Context: an optimization exercise on an open-source flow, tuned for small area. The choices shown serve that exercise and are no tape-out recipe.
The RTL was checked by simulation tests, not by an equivalence proof against the original design.
Power figures rest on the tool's default switching activity, not on a simulated workload.

[design.v]
`default_nettype none
package calc_cmd_pkg;
   typedef logic [3:0]  opcode_t;
   typedef logic [1:0]  req_tag_t;
   typedef logic [1:0]  port_id_t;
   typedef logic [31:0] operand_t;
   localparam opcode_t OP_NONE = 4'd0;
   localparam opcode_t OP_ADD  = 4'd1;
   localparam opcode_t OP_SUB  = 4'd2;
   localparam opcode_t OP_SHL  = 4'd5;
   localparam opcode_t OP_SHR  = 4'd6;
   typedef struct packed {
      opcode_t  opcode;
      req_tag_t tag;
      operand_t data1;
      operand_t data2;
   } port_cmd_t;
   typedef struct packed {
      opcode_t  opcode;
      port_id_t port;
      req_tag_t tag;
      operand_t data1;
      operand_t data2;
   } queue_entry_t;
   typedef struct packed {
      logic     valid;
      req_tag_t tag;
   } invalid_rsp_t;
endpackage
`default_nettype wire
`default_nettype none
package prio_cfg_pkg;
   localparam int NUM_PORTS   = 4;
   localparam int QUEUE_DEPTH = 8;
   typedef logic [$clog2(QUEUE_DEPTH):0]   count_t;
   typedef logic [$clog2(QUEUE_DEPTH)-1:0] slot_t;
   typedef logic [NUM_PORTS-1:0]           port_mask_t;
endpackage
`default_nettype wire
`timescale 1ns/1ps
`default_nettype none
module cmd_sorter (
   input  wire          c_clk,
   input  wire          arst_n,
   input  wire [279:0]  port_cmd,
   output logic         cmd_ready,
   input  wire          add_room,
   input  wire          shift_room,
   output logic [3:0]   add_wr_mask,
   output logic [3:0]   shift_wr_mask,
   output logic [267:0] wr_data,
   output logic [11:0]  invalid_rsp
);
   logic [3:0] is_add;
   logic [3:0] is_shift;
   logic [3:0] is_invalid;
   assign cmd_ready = add_room && shift_room;
   for (genvar k = 0; k < 4; k++) begin : g_port
      logic [3:0] op;
      assign op = port_cmd[70*k+66 +: 4];
      assign is_add[k]     = (op == 4'd1) || (op == 4'd2);
      assign is_shift[k]   = (op == 4'd5) || (op == 4'd6);
      assign is_invalid[k] = (op != 4'd0) && !is_add[k] && !is_shift[k];
      assign wr_data[67*k +: 67] = {op[1], port_cmd[70*k +: 66]};
      always_ff @(posedge c_clk or negedge arst_n) begin
         if (!arst_n) invalid_rsp[3*k+2] <= 1'b0;
         else         invalid_rsp[3*k+2] <= cmd_ready && is_invalid[k];
      end
      always_ff @(posedge c_clk) invalid_rsp[3*k +: 2] <= port_cmd[70*k+64 +: 2];
   end
   assign add_wr_mask   = cmd_ready ? is_add : '0;
   assign shift_wr_mask = cmd_ready ? is_shift : '0;
endmodule
`default_nettype wire
`timescale 1ns/1ps
`default_nettype none
module cmd_queue (
   input  wire          c_clk,
   input  wire          arst_n,
   input  wire  [3:0]   wr_mask,
   input  wire  [267:0] wr_data,
   output logic         room,
   output logic [68:0]  head,
   output logic         head_valid,
   input  wire          pop
);
   logic [68:0] mem [0:7];
   logic [2:0] rd_ptr;
   logic [3:0] count;
   logic [2:0] tail;
   logic [1:0] rank [0:3];
   logic [2:0] slot [0:3];
   logic [3:0] sel  [0:3];
   logic [3:0] bank_we;
   logic [3:0] bank_row;
   logic [68:0] bank_in [0:3];
   logic [2:0] wr_num;
   assign tail = rd_ptr + count[2:0];
   always_comb begin
      rank[0] = 2'd0;
      rank[1] = {1'b0, wr_mask[0]};
      rank[2] = {1'b0, wr_mask[0]} + {1'b0, wr_mask[1]};
      rank[3] = {1'b0, wr_mask[0]} + {1'b0, wr_mask[1]} + {1'b0, wr_mask[2]};
      wr_num  = {1'b0, rank[3]} + {2'b0, wr_mask[3]};
      for (int k = 0; k < 4; k++) slot[k] = tail + {1'b0, rank[k]};
      for (int b = 0; b < 4; b++) begin
         for (int k = 0; k < 4; k++) sel[b][k] = wr_mask[k] && (slot[k][1:0] == 2'(b));
         bank_we[b]  = |sel[b];
         bank_row[b] = 1'b0;
         bank_in[b]  = '0;
         for (int k = 0; k < 4; k++) begin
            bank_row[b] = bank_row[b] | (sel[b][k] & slot[k][2]);
            bank_in[b]  = bank_in[b] | ({69{sel[b][k]}} &
                          {wr_data[67*k+66], 2'(k), wr_data[67*k +: 66]});
         end
      end
   end
   always_ff @(posedge c_clk) begin
      for (int b = 0; b < 4; b++) begin
         if (bank_we[b] && !bank_row[b]) mem[b]   <= bank_in[b];
         if (bank_we[b] &&  bank_row[b]) mem[4+b] <= bank_in[b];
      end
   end
   always_ff @(posedge c_clk or negedge arst_n) begin
      if (!arst_n) begin
         rd_ptr <= '0;
         count  <= '0;
      end else begin
         if (pop) rd_ptr <= rd_ptr + 1'b1;
         count <= count + {1'b0, wr_num} - {3'b0, pop};
      end
   end
   always_comb begin
      head = '0;
      for (int i = 0; i < 8; i++)
         head = head | ({69{rd_ptr == 3'(i)}} & mem[i]);
   end
   assign head_valid = (count != '0);
   assign room       = (count <= 4'd4);
endmodule
`default_nettype wire
`timescale 1ns/1ps
`default_nettype none
module dispatch_arbiter (
   input  wire        c_clk,
   input  wire        arst_n,
   input  wire  [1:0] add_port,
   input  wire        add_head_valid,
   input  wire  [1:0] shift_port,
   input  wire        shift_head_valid,
   output logic       add_pop,
   output logic       shift_pop,
   output logic       add_valid,
   output logic       shift_valid,
   input  wire        add_ready,
   input  wire        shift_ready
);
   logic turn_shift;
   logic add_held;
   logic shift_held;
   logic conflict;
   assign conflict = add_head_valid && shift_head_valid && (add_port == shift_port);
   assign add_valid = add_head_valid &&
                      (!conflict || add_held || (!shift_held && !turn_shift));
   assign shift_valid = shift_head_valid &&
                        (!conflict || shift_held || (!add_held && turn_shift));
   assign add_pop   = add_valid && add_ready;
   assign shift_pop = shift_valid && shift_ready;
   always_ff @(posedge c_clk or negedge arst_n) begin
      if (!arst_n) begin
         turn_shift <= 1'b0;
         add_held   <= 1'b0;
         shift_held <= 1'b0;
      end else begin
         add_held   <= add_valid && !add_ready;
         shift_held <= shift_valid && !shift_ready;
         if (conflict && (turn_shift ? shift_pop : add_pop)) turn_shift <= !turn_shift;
      end
   end
endmodule
`default_nettype wire
`timescale 1ns/1ps
`default_nettype none
module prio_top (
   input  wire         c_clk,
   input  wire         arst_n,
   input  wire [279:0] port_cmd,
   output logic        cmd_ready,
   output logic [11:0] invalid_rsp,
   output logic [71:0] add_out,
   output logic        add_valid,
   output logic [71:0] shift_out,
   output logic        shift_valid,
   input  wire         add_ready,
   input  wire         shift_ready
);
   logic [3:0]   add_wr_mask;
   logic [3:0]   shift_wr_mask;
   logic [267:0] wr_data;
   logic         add_room;
   logic         shift_room;
   logic [68:0]  add_head;
   logic [68:0]  shift_head;
   logic         add_head_valid;
   logic         shift_head_valid;
   logic         add_pop;
   logic         shift_pop;
   cmd_sorter u_sorter (
      .c_clk         (c_clk),
      .arst_n        (arst_n),
      .port_cmd      (port_cmd),
      .cmd_ready     (cmd_ready),
      .add_room      (add_room),
      .shift_room    (shift_room),
      .add_wr_mask   (add_wr_mask),
      .shift_wr_mask (shift_wr_mask),
      .wr_data       (wr_data),
      .invalid_rsp   (invalid_rsp)
   );
   cmd_queue u_add_queue (
      .c_clk      (c_clk),
      .arst_n     (arst_n),
      .wr_mask    (add_wr_mask),
      .wr_data    (wr_data),
      .room       (add_room),
      .head       (add_head),
      .head_valid (add_head_valid),
      .pop        (add_pop)
   );
   cmd_queue u_shift_queue (
      .c_clk      (c_clk),
      .arst_n     (arst_n),
      .wr_mask    (shift_wr_mask),
      .wr_data    (wr_data),
      .room       (shift_room),
      .head       (shift_head),
      .head_valid (shift_head_valid),
      .pop        (shift_pop)
   );
   dispatch_arbiter u_arbiter (
      .c_clk            (c_clk),
      .arst_n           (arst_n),
      .add_port         (add_head[67:66]),
      .add_head_valid   (add_head_valid),
      .shift_port       (shift_head[67:66]),
      .shift_head_valid (shift_head_valid),
      .add_pop          (add_pop),
      .shift_pop        (shift_pop),
      .add_valid        (add_valid),
      .shift_valid      (shift_valid),
      .add_ready        (add_ready),
      .shift_ready      (shift_ready)
   );
   assign add_out   = {2'b00, add_head[68], !add_head[68], add_head[67:0]};
   assign shift_out = {2'b01, shift_head[68], !shift_head[68], shift_head[67:0]};
endmodule
`default_nettype wire
[run.sh]
#!/bin/bash
# synth_recipe.tcl (not shown) runs the flow's synth.tcl, then flattens the netlist and writes it again
# the make line also repeats each setting of config.mk as NAME=value (left out here)
make -C /OpenROAD-flow-scripts/flow DESIGN_CONFIG=/design/flow/config.mk WORK_HOME=/design/flow/orfs CLKGATE_MAP_FILE= SYNTH_SCRIPT=/design/flow/synth_recipe.tcl finish
[config.mk]
export PLATFORM = sky130hd
export DESIGN_NAME = prio_top
export DESIGN_NICKNAME = prio_top
export VERILOG_FILES = /design/flow/design.v
export SDC_FILE = /design/flow/constraint.sdc
export NUM_CORES = 4
export LEC_CHECK = 0
export CAP_MARGIN = 20
export CORE_MARGIN = 2
export CORE_UTILIZATION = 40
export SLEW_MARGIN = 20
[constraint.sdc]
create_clock -name core_clock -period 8.0 [get_ports {c_clk}]
set_input_delay 1.6000 -clock core_clock [delete_from_list [all_inputs] [get_ports {c_clk}]]
set_output_delay 1.6000 -clock core_clock [all_outputs]
set_load 0.01 [all_outputs]
==> results of run 1 <==
-- layer usage --
layer / routed length [microns] / track usage, %
met1: 75500 / 35.5
met3: 24200 / 6.21
met5: 34 / 0
met4: 10700 / 14.5
met2: 106000 / 51.1
-- metrics by stage --
step	setup slack (ns)	power, mW	area, sq um	instances	util [%]
after CTS	1.68	22.7	64200	6138	47.3
final	1.69	22.7	64300	6149	47.4
after floorplan	-3.19	12.7	54900	4238	-
after global placement	1.22	17.0	60200	5912	44.4
after detailed placement	1.18	17.0	60200	5912	44.4
after global routing	1.65	23.4	64300	6148	47.4
-- worst paths after layout --
check / startpoint / end / cells after the start
setup / recovery: u_shift_queue.rd_ptr[2]$_DFFE_PN0P_ / add_valid / 9
hold / removal: u_arbiter.turn_shift$_DFFE_PN0P_ / u_arbiter.turn_shift$_DFFE_PN0P_ / 1
setup reg to reg: u_shift_queue.count[3]$_DFF_PN0_ / u_add_queue.mem[1][33]$_DFFE_PP_ / 16
hold reg to reg: u_arbiter.turn_shift$_DFFE_PN0P_ / u_arbiter.turn_shift$_DFFE_PN0P_ / 1
max in group asynchronous: arst_n / u_shift_queue.rd_ptr[2]$_DFFE_PN0P_ / 2
min in group asynchronous: arst_n / u_sorter.invalid_rsp[11]$_DFF_PN0_ / 2
-- state kept, by name, summed over array words and instances, names as in the netlist --
signal,flops
u_sorter.invalid_rsp,12
u_shift_queue.count,4
u_arbiter.add_held,1
u_add_queue.mem,552
u_add_queue.count,4
u_shift_queue.rd_ptr,3
u_arbiter.turn_shift,1
u_add_queue.rd_ptr,3
u_arbiter.shift_held,1
u_shift_queue.mem,552
-- area by class of cell --
class / instances / area, sq um / area share, %
sequential: 1133 / 33800 / 52.7
antenna: 10 / 25.0 / 0.0389
clock inverter: 82 / 767 / 1.19
timing repair buffer: 533 / 5290 / 8.22
inverter: 55 / 209 / 0.325
clock buffer: 144 / 3200 / 4.98
tap: 1781 / 2230 / 3.47
multi-input combinational: 2411 / 18700 / 29.1
-- layout by cell type (no fill, tap or decap), types with 5 or more instances in the layout --
master,netlist,routed
a222oi_1,544,544
nor3_1,16,9
a221o_1,203,202
mux2i_1,70,70
nand3_1,8,7
mux2_2,204,204
dfrtp_1,21,20
or2_2,12,12
clkinv_1,0,26
clkdlybuf4s50_1,0,438
inv_1,51,48
dfxtp_1,8,8
nand2_1,825,824
fa_1,12,10
edfxtp_1,1104,1104
clkbuf_1,451,18
buf_4,4,80
nor2_1,27,16
and3_4,0,5
clkinv_2,0,32
nor2_4,0,10
nor3_4,1,5
nor3_2,5,8
diode_2,0,10
inv_2,4,6
nand2b_1,5,5
a22oi_1,202,202
a21oi_1,13,11
a22o_1,134,134
ha_4,0,10
clkbuf_16,0,124
clkinvlp_4,0,5
xor2_1,9,9
buf_12,0,15
ha_1,36,24
nor3b_4,2,6
xnor2_1,12,12
bufinv_16,0,14
-- kinds of logic (layout without fill, tap and decap cells) --
kind of cell    count (synthesis)  count (layout)
flops                        1133            1133
mux                           277             277
fa+ha+maj                      48              48
xor+xnor                       22              22
other cells                     2              14
simple gates                  937             937
compound gates               1123            1123
buf+inv                       694             814
-- power groups by stage --
stage / logic (mW) / clock network (mW) / registers (mW)
after global placement: 9.14 / 0 / 7.83
after CTS: 9.23 / 5.71 / 7.73
after global routing: 9.70 / 5.95 / 7.79
final: 9.30 / 5.68 / 7.74
after floorplan: 4.92 / 0 / 7.82
after detailed placement: 9.18 / 0 / 7.86
==> impl_metrics.json, run 1 <==
{
  "status": "timing/DRC/antenna clean",
  "synthTopCellsByCount": "1104 x edfxtp_1, 825 x nand2_1, 544 x a222oi_1",
  "critical_path_class": "reg -> out",
  "viasPerCell": 6.94,
  "reg2reg_slack_ns": 2.40,
  "synthFlopType": "edfxtp_1",
  "yosys.area_share.xor_xnor_pct": 0.377,
  "final_layout_size_suffix_gt1_share_pct": 13.3,
  "drv_cap": 0,
  "synth_compound_area_share_pct": 19.1,
  "fillers": 12000,
  "async_flop_share_pct": 1.85,
  "die_h_microns": 374,
  "antenna_left": 0,
  "dieArea_sq_um": 140000,
  "hpwl_microns": 124000,
  "slew_violations": 0,
  "path_max_fanout": 36,
  "grt_start_max_net_pins": 120,
  "grt_pass1_wl_microns": 303000,
  "clock_skew_ns": 0.0424,
  "synth_top_family_by_area": "compound AO/OA/AOI/OAI gates",
  "clock-sinks": 1133,
  "max_slew_margin_pct": 24.9,
  "cp.required_ns": 6.40,
  "start_util_pct": 40.4,
  "power.share.clock_pct": 25.0,
  "finalHoldViolCount": 0,
  "critPathMaxStageDelay_ns": 0.74,
  "grt_remaining_overflow": 0,
  "ios": 443,
  "rsz0062_at_grt": "no",
  "hold_class": "reg -> reg",
  "fin_tns_setup_ns": 0,
  "fmax_mhz": 158,
  "port_buffers": 438,
  "period_share_pct": 78.9,
  "drc": 0,
  "syn_area_sq_um": 54800,
  "synth_top_cell_by_area": "edfxtp_1",
  "insertion_delay_ns": 0.76,
  "p_comb_share_pct": 40.9,
  "syn2layout_area_growth_pct": 17.3,
  "synth_edf_count": 1104,
  "ys_types": 62,
  "arrival_ns": 4.71,
  "critPathLaunchType": "flop",
  "clk_pin_slew_ns": 0.06,
  "cts_buffers": 121,
  "track_usage_pct": 29.7,
  "yosysMostFrequentCell": "edfxtp_1",
  "power.density_nw_per_um2": 353,
  "gp_congestion": 0.855,
  "wirelength_microns": 217000,
  "grt_pass1_vias": 42700,
  "nets": 4587,
  "cts_tree": "yes",
  "yosysTopAreaCellShare_pct": 60.5,
  "wire_per_inst_microns": 35.3,
  "power_switching_share_pct": 36.3,
  "drt_pass1_iterations": 13,
  "p_sw_mw": 8.26,
  "clock-root-buffer": "clkbuf_16",
  "peakVddDrop_v": 0.000279,
  "drt_iter0_markers": 8394,
  "critPathBufInv": 3,
  "slowest_stage": "buf_4",
  "dr_total_vias": 42700,
  "power_leakage_nw": 22.5,
  "syn_area_per_cell_sq_um": 12.9,
  "antenna_found_initial": 14,
  "muxShareOfSynthArea_pct": 5.55,
  "cts_buffer_depth": 3,
  "core_sq_um": 136000,
  "htreeDepth": 3,
  "tightest_slew_ns": 1.13,
  "cts_resized": 0,
  "cts_hold_buf": 0,
  "ys_seq_area_share_pct": 61.7,
  "die_width_microns": 374,
  "fin_hold_ws_ns": 0.521,
  "endpoint_kind": "output pin",
  "rows": 135,
  "syn_inst": 4236,
  "post_cts_buffers": 0,
  "ys.warnings.count": 8,
  "pwr-share-seq_pct": 34.1,
  "synth_fa_ha_area_share_pct": 1.26,
  "synth-simple-area-share_pct": 6.96,
  "ys_ff_latch": 1133,
  "setup_viol": 0,
  "p_int_mw": 14.5,
  "synth_area_leaders": "edfxtp_1 60%, a222oi_1 9.9%, nand2_1 5.7%, mux2_2 4.2%, a221o_1 3.7%",
  "cp_top_family": "buffers and inverters",
  "crit_path_cell_trace": "inv_1 -> ha_4 -> buf_4 -> a222oi_1 -> nand2_1 -> xnor2_1 -> and4_4 -> a21boi_0 -> clkdlybuf4s50_1",
  "period_minus_slack_ns": 6.31
}
==> run 2: changes to the inputs <==
==> flow/run.sh (new file) <==
#!/bin/bash
# Standard ORFS layout (the standard.sh), with two tweaks:
#  - port buffers use the smallest buffer cell instead of the resizer's default pick
#  - CTS does not insert dummy loads and uses smaller clock buffers
set -euo pipefail
export BUFFER_PORTS_ARGS="-buffer_cell sky130_fd_sc_hd__buf_1"
export CTS_ARGS="-sink_clustering_enable -repair_clock_nets -dont_use_dummy_load -buf_list {sky130_fd_sc_hd__clkbuf_4 sky130_fd_sc_hd__clkbuf_8}"
bash standard.sh finish > flow_make.log 2>&1
==> standard.sh (new file) <==
#!/bin/bash
# synth_recipe.tcl (not shown) runs the flow's synth.tcl, then flattens the netlist and writes it again
# the make line also repeats each setting of config.mk as NAME=value (left out here)
make -C /OpenROAD-flow-scripts/flow DESIGN_CONFIG=/design/flow/config.mk WORK_HOME=/design/flow/orfs CLKGATE_MAP_FILE= SYNTH_SCRIPT=/design/flow/synth_recipe.tcl "${@:-finish}"
--- a/config.mk
+++ b/config.mk
@@ -7,5 +7,5 @@
 export LEC_CHECK = 0
 export CAP_MARGIN = 20
 export CORE_MARGIN = 2
-export CORE_UTILIZATION = 40
+export CORE_UTILIZATION = 55
 export SLEW_MARGIN = 20
removed: run.sh
==> run 2 against run 1 <==
  * Still clean on timing, DRC and antenna
  * Clock power shrank 27%
  * Hold slack lost 0.0014 ns
  * Non-clock buffer count shrank 2
  * Wire length shrank 5.5%
  * Sequential share of layout area grew 4.3 points
  * Clock skew grew 0.021 ns
  * Global-route usage grew 9.2 points
  * Count of clock-buffer cells in the layout grew 43
  * Critical path depth shrank 1
  * Critical path type unchanged
==> impl_metrics.json, run 2 <==
{
  "status": "timing/DRC/antenna clean",
  "rr_worst_depth": 14,
  "cts_resized": 0,
  "critical_path_class": "reg -> out",
  "post_cts_buffers": 0,
  "core_sq_um": 98600,
  "clock-root-buffer": "clkbuf_8",
  "wirelength_microns": 205000,
  "final_layout_size_suffix_gt1_share_pct": 13.5,
  "min_to": "u_arbiter.turn_shift$_DFFE_PN0P_",
  "htreeDepth": 4,
  "drt_iter0_markers": 8720,
  "clock-sinks": 1133,
  "cts_buffer_depth": 3,
  "critPathBufInv": 3,
  "final_cells": 5607,
  "gp_congestion": 0.891,
  "reg2reg_to": "u_add_queue.mem[6][36]$_DFFE_PP_",
  "power.density_nw_per_um2": 337,
  "path_max_fanout": 41,
  "critPathLaunchType": "flop",
  "ios": 443,
  "synthFlopType": "edfxtp_1",
  "cp_top_family": "buffers and inverters",
  "arrival_ns": 4.61,
  "synthTopCellsByCount": "1104 x edfxtp_1, 825 x nand2_1, 544 x a222oi_1",
  "drc": 0,
  "wire_per_inst_microns": 36.5,
  "dieArea_sq_um": 102000,
  "die_h_microns": 320,
  "rows": 115,
  "mostFrequentLayoutCells": "1104 x edfxtp_1, 824 x nand2_1, 544 x a222oi_1",
  "critPathMaxStageDelay_ns": 0.73,
  "fmax_mhz": 161,
  "slowest_stage": "inv_4",
  "setup_viol": 0,
  "grt_remaining_overflow": 0,
  "place_inst": 5415,
  "start_util_pct": 55.6,
  "synth_edf_count": 1104,
  "fin_tns_setup_ns": 0,
  "yosysMostFrequentCell": "edfxtp_1",
  "syn_inst": 4236,
  "utilization_pct": 60.3,
  "hold_class": "reg -> reg",
  "min_path_cells": 1,
  "period_minus_slack_ns": 6.21,
  "endpoint_kind": "output pin",
  "cp.depth": 8,
  "power_leakage_nw": 20.7,
  "cts_hold_buf": 0,
  "fin_hold_ws_ns": 0.520,
  "max_slew_margin_pct": 17.8,
  "cts_buffers": 187,
  "power.share.clock_pct": 20.7,
  "worstHoldStart": "u_arbiter.turn_shift$_DFFE_PN0P_",
  "syn_area_sq_um": 54800,
  "synth_area_leaders": "edfxtp_1 60%, a222oi_1 9.9%, nand2_1 5.7%, mux2_2 4.2%, a221o_1 3.7%",
  "grt_start_max_net_pins": 82,
  "finalHoldViolCount": 0,
  "nets": 4651,
  "reg2reg_slack_ns": 2.33,
  "hpwl_microns": 115000,
  "ys_seq_area_share_pct": 61.7,
  "pwr-share-seq_pct": 38.8,
  "peakVddDrop_v": 0.000244,
  "cp.required_ns": 6.40,
  "ys.warnings.count": 8,
  "syn_area_per_cell_sq_um": 12.9,
  "reg_top3": "u_add_queue.mem: 552 flops, u_shift_queue.mem: 552 flops, u_sorter.invalid_rsp: 12 flops",
  "insertion_delay_ns": 0.87,
  "rsz0062_at_grt": "no",
  "drv_cap": 0,
  "power_switching_share_pct": 39.1,
  "grt_pass1_wl_microns": 290000,
  "period_share_pct": 77.6,
  "clock_skew_ns": 0.0635,
  "clk_pin_slew_ns": 0.06,
  "p_comb_share_pct": 40.5,
  "p_sw_mw": 7.82,
  "p_int_mw": 12.2,
  "antenna_found_initial": 1,
  "slew_violations": 0,
  "dr_total_vias": 42600,
  "drt_pass1_iterations": 14,
  "ys_ff_latch": 1133,
  "crit_path_cell_trace": "inv_4 -> ha_4 -> buf_4 -> a221o_1 -> xnor2_1 -> and4_4 -> a21boi_0 -> buf_1",
  "antenna_left": 0,
  "yosysTopAreaCellShare_pct": 60.5,
  "die_width_microns": 320,
  "syn2layout_area_growth_pct": 8.43,
  "r2r-start": "u_add_queue.count[2]$_DFF_PN0_",
  "grt_pass1_vias": 41900,
  "track_usage_pct": 38.9,
  "ys_types": 62,
  "synth_top_cell_by_area": "edfxtp_1",
  "tightest_slew_ns": 1.23,
  "viasPerCell": 7.60,
  "cts_tree": "yes",
  "layout_commonest_cell": "edfxtp_1",
  "async_flop_share_pct": 1.85,
  "port_buffers": 438
}
==> run 2: cell type report <==
| class | instances | area, sq um |
|---|---|---|
| diodes | 3 | 7.51 |
| fillers | 7788 | 39100 |
| well taps | 1287 | 1610 |
| multi-input cells | 2411 | 18700 |
| inverters | 55 | 209 |
| clock buffers | 187 | 2570 |
| flip-flops and latches | 1133 | 33800 |
| repair buffers | 531 | 2470 |
==> run 2: cells by family (layout without fill, tap and decap cells) <==
group	after synthesis	after routing	synth area share, %
muxes	277	277	5.55
and+or+nand+nor	937	937	6.96
buffers and inverters	694	773	5.01
xor gates and xnor gates	22	22	0.377
DFF	1133	1133	61.7
adders and majority gates	48	48	1.26
AOI/OAI and AO/OA	1123	1123	19.1
other	2	7	0.0137
==> run 2: worst max-delay path by stage <==
stage,slack (ns),from,to
global route,1.65,u_add_queue.rd_ptr[2]$_DFFE_PN0P_,shift_valid
global placement,1.39,port_cmd[137],u_shift_queue.mem[3][32]$_DFFE_PP_
finish,1.79,u_add_queue.rd_ptr[2]$_DFFE_PN0P_,add_valid
floorplan,-3.19,port_cmd[207],u_add_queue.mem[3][0]$_DFFE_PP_
CTS,1.75,u_add_queue.rd_ptr[2]$_DFFE_PN0P_,shift_valid
detailed placement,1.33,port_cmd[137],u_add_queue.mem[6][33]$_DFFE_PP_
==> run 2: routing by layer <==
layer / vias to the layer above / track usage, % / share of wire [%] / routed length [microns]
met1: 21300 / 49.4 / 36 / 73000
met5: - / 0 / 0 / 0
met3: 539 / 9.00 / 12 / 25200
li1: 17200 / - / - / -
met2: 3555 / 63.1 / 47 / 97100
met4: 0 / 19.3 / 4.6 / 9490
==> run 2: power by group through the flow <==
stage | clock (mW) | combinational [mW] | sequential (mW)
2_1_floorplan | 0 | 4.92 | 7.82
5_1_grt | 4.40 | 8.48 | 7.82
3_3_place_gp | 0 | 7.93 | 7.85
6_report | 4.14 | 8.11 | 7.77
3_5_place_dp | 0 | 7.93 | 7.87
4_1_cts | 4.17 | 7.97 | 7.76
==> run 2: metrics by stage <==
| stage | cell area (sq um) | total power [mW] | setup slack (ns) |
|---|---|---|---|
| 2_1_floorplan | 54900 | 12.7 | -3.19 |
| 3_3_place_gp | 56800 | 15.8 | 1.39 |
| 3_5_place_dp | 56800 | 15.8 | 1.33 |
| 4_1_cts | 59400 | 19.9 | 1.75 |
| 5_1_grt | 59400 | 20.7 | 1.65 |
| 6_report | 59400 | 20.0 | 1.79 |

## afterwards: timing with drivers on the ports
The results above use ideal ports. As a check the final layouts listed here were re-extracted and re-timed, cells and wires unchanged. Step 1: set_driving_cell puts a clkbuf_16 on c_clk and a buf_2 on each other input, an assumption about the parent block. Step 2 also shifts input and output timing later by t, the mid clock arrival at the registers, as if the neighbouring blocks saw the same clock. Three values: ideal, step 1, step 2; two values: the first two.
run | t (ns) | slack for setup (ns) | worst register clock-pin slew, ns
run 1 | 0.812 | 1.690 / 1.618 / 1.097 | 0.07 / 0.07
run 2 | 0.916 | 1.794 / 1.716 / 1.277 | 0.07 / 0.07
After both steps setup and hold are still met in every run listed. For run 1, which loses most, drivers alone change the setup slack by -0.072 ns; drivers and shift together by -0.593 ns.
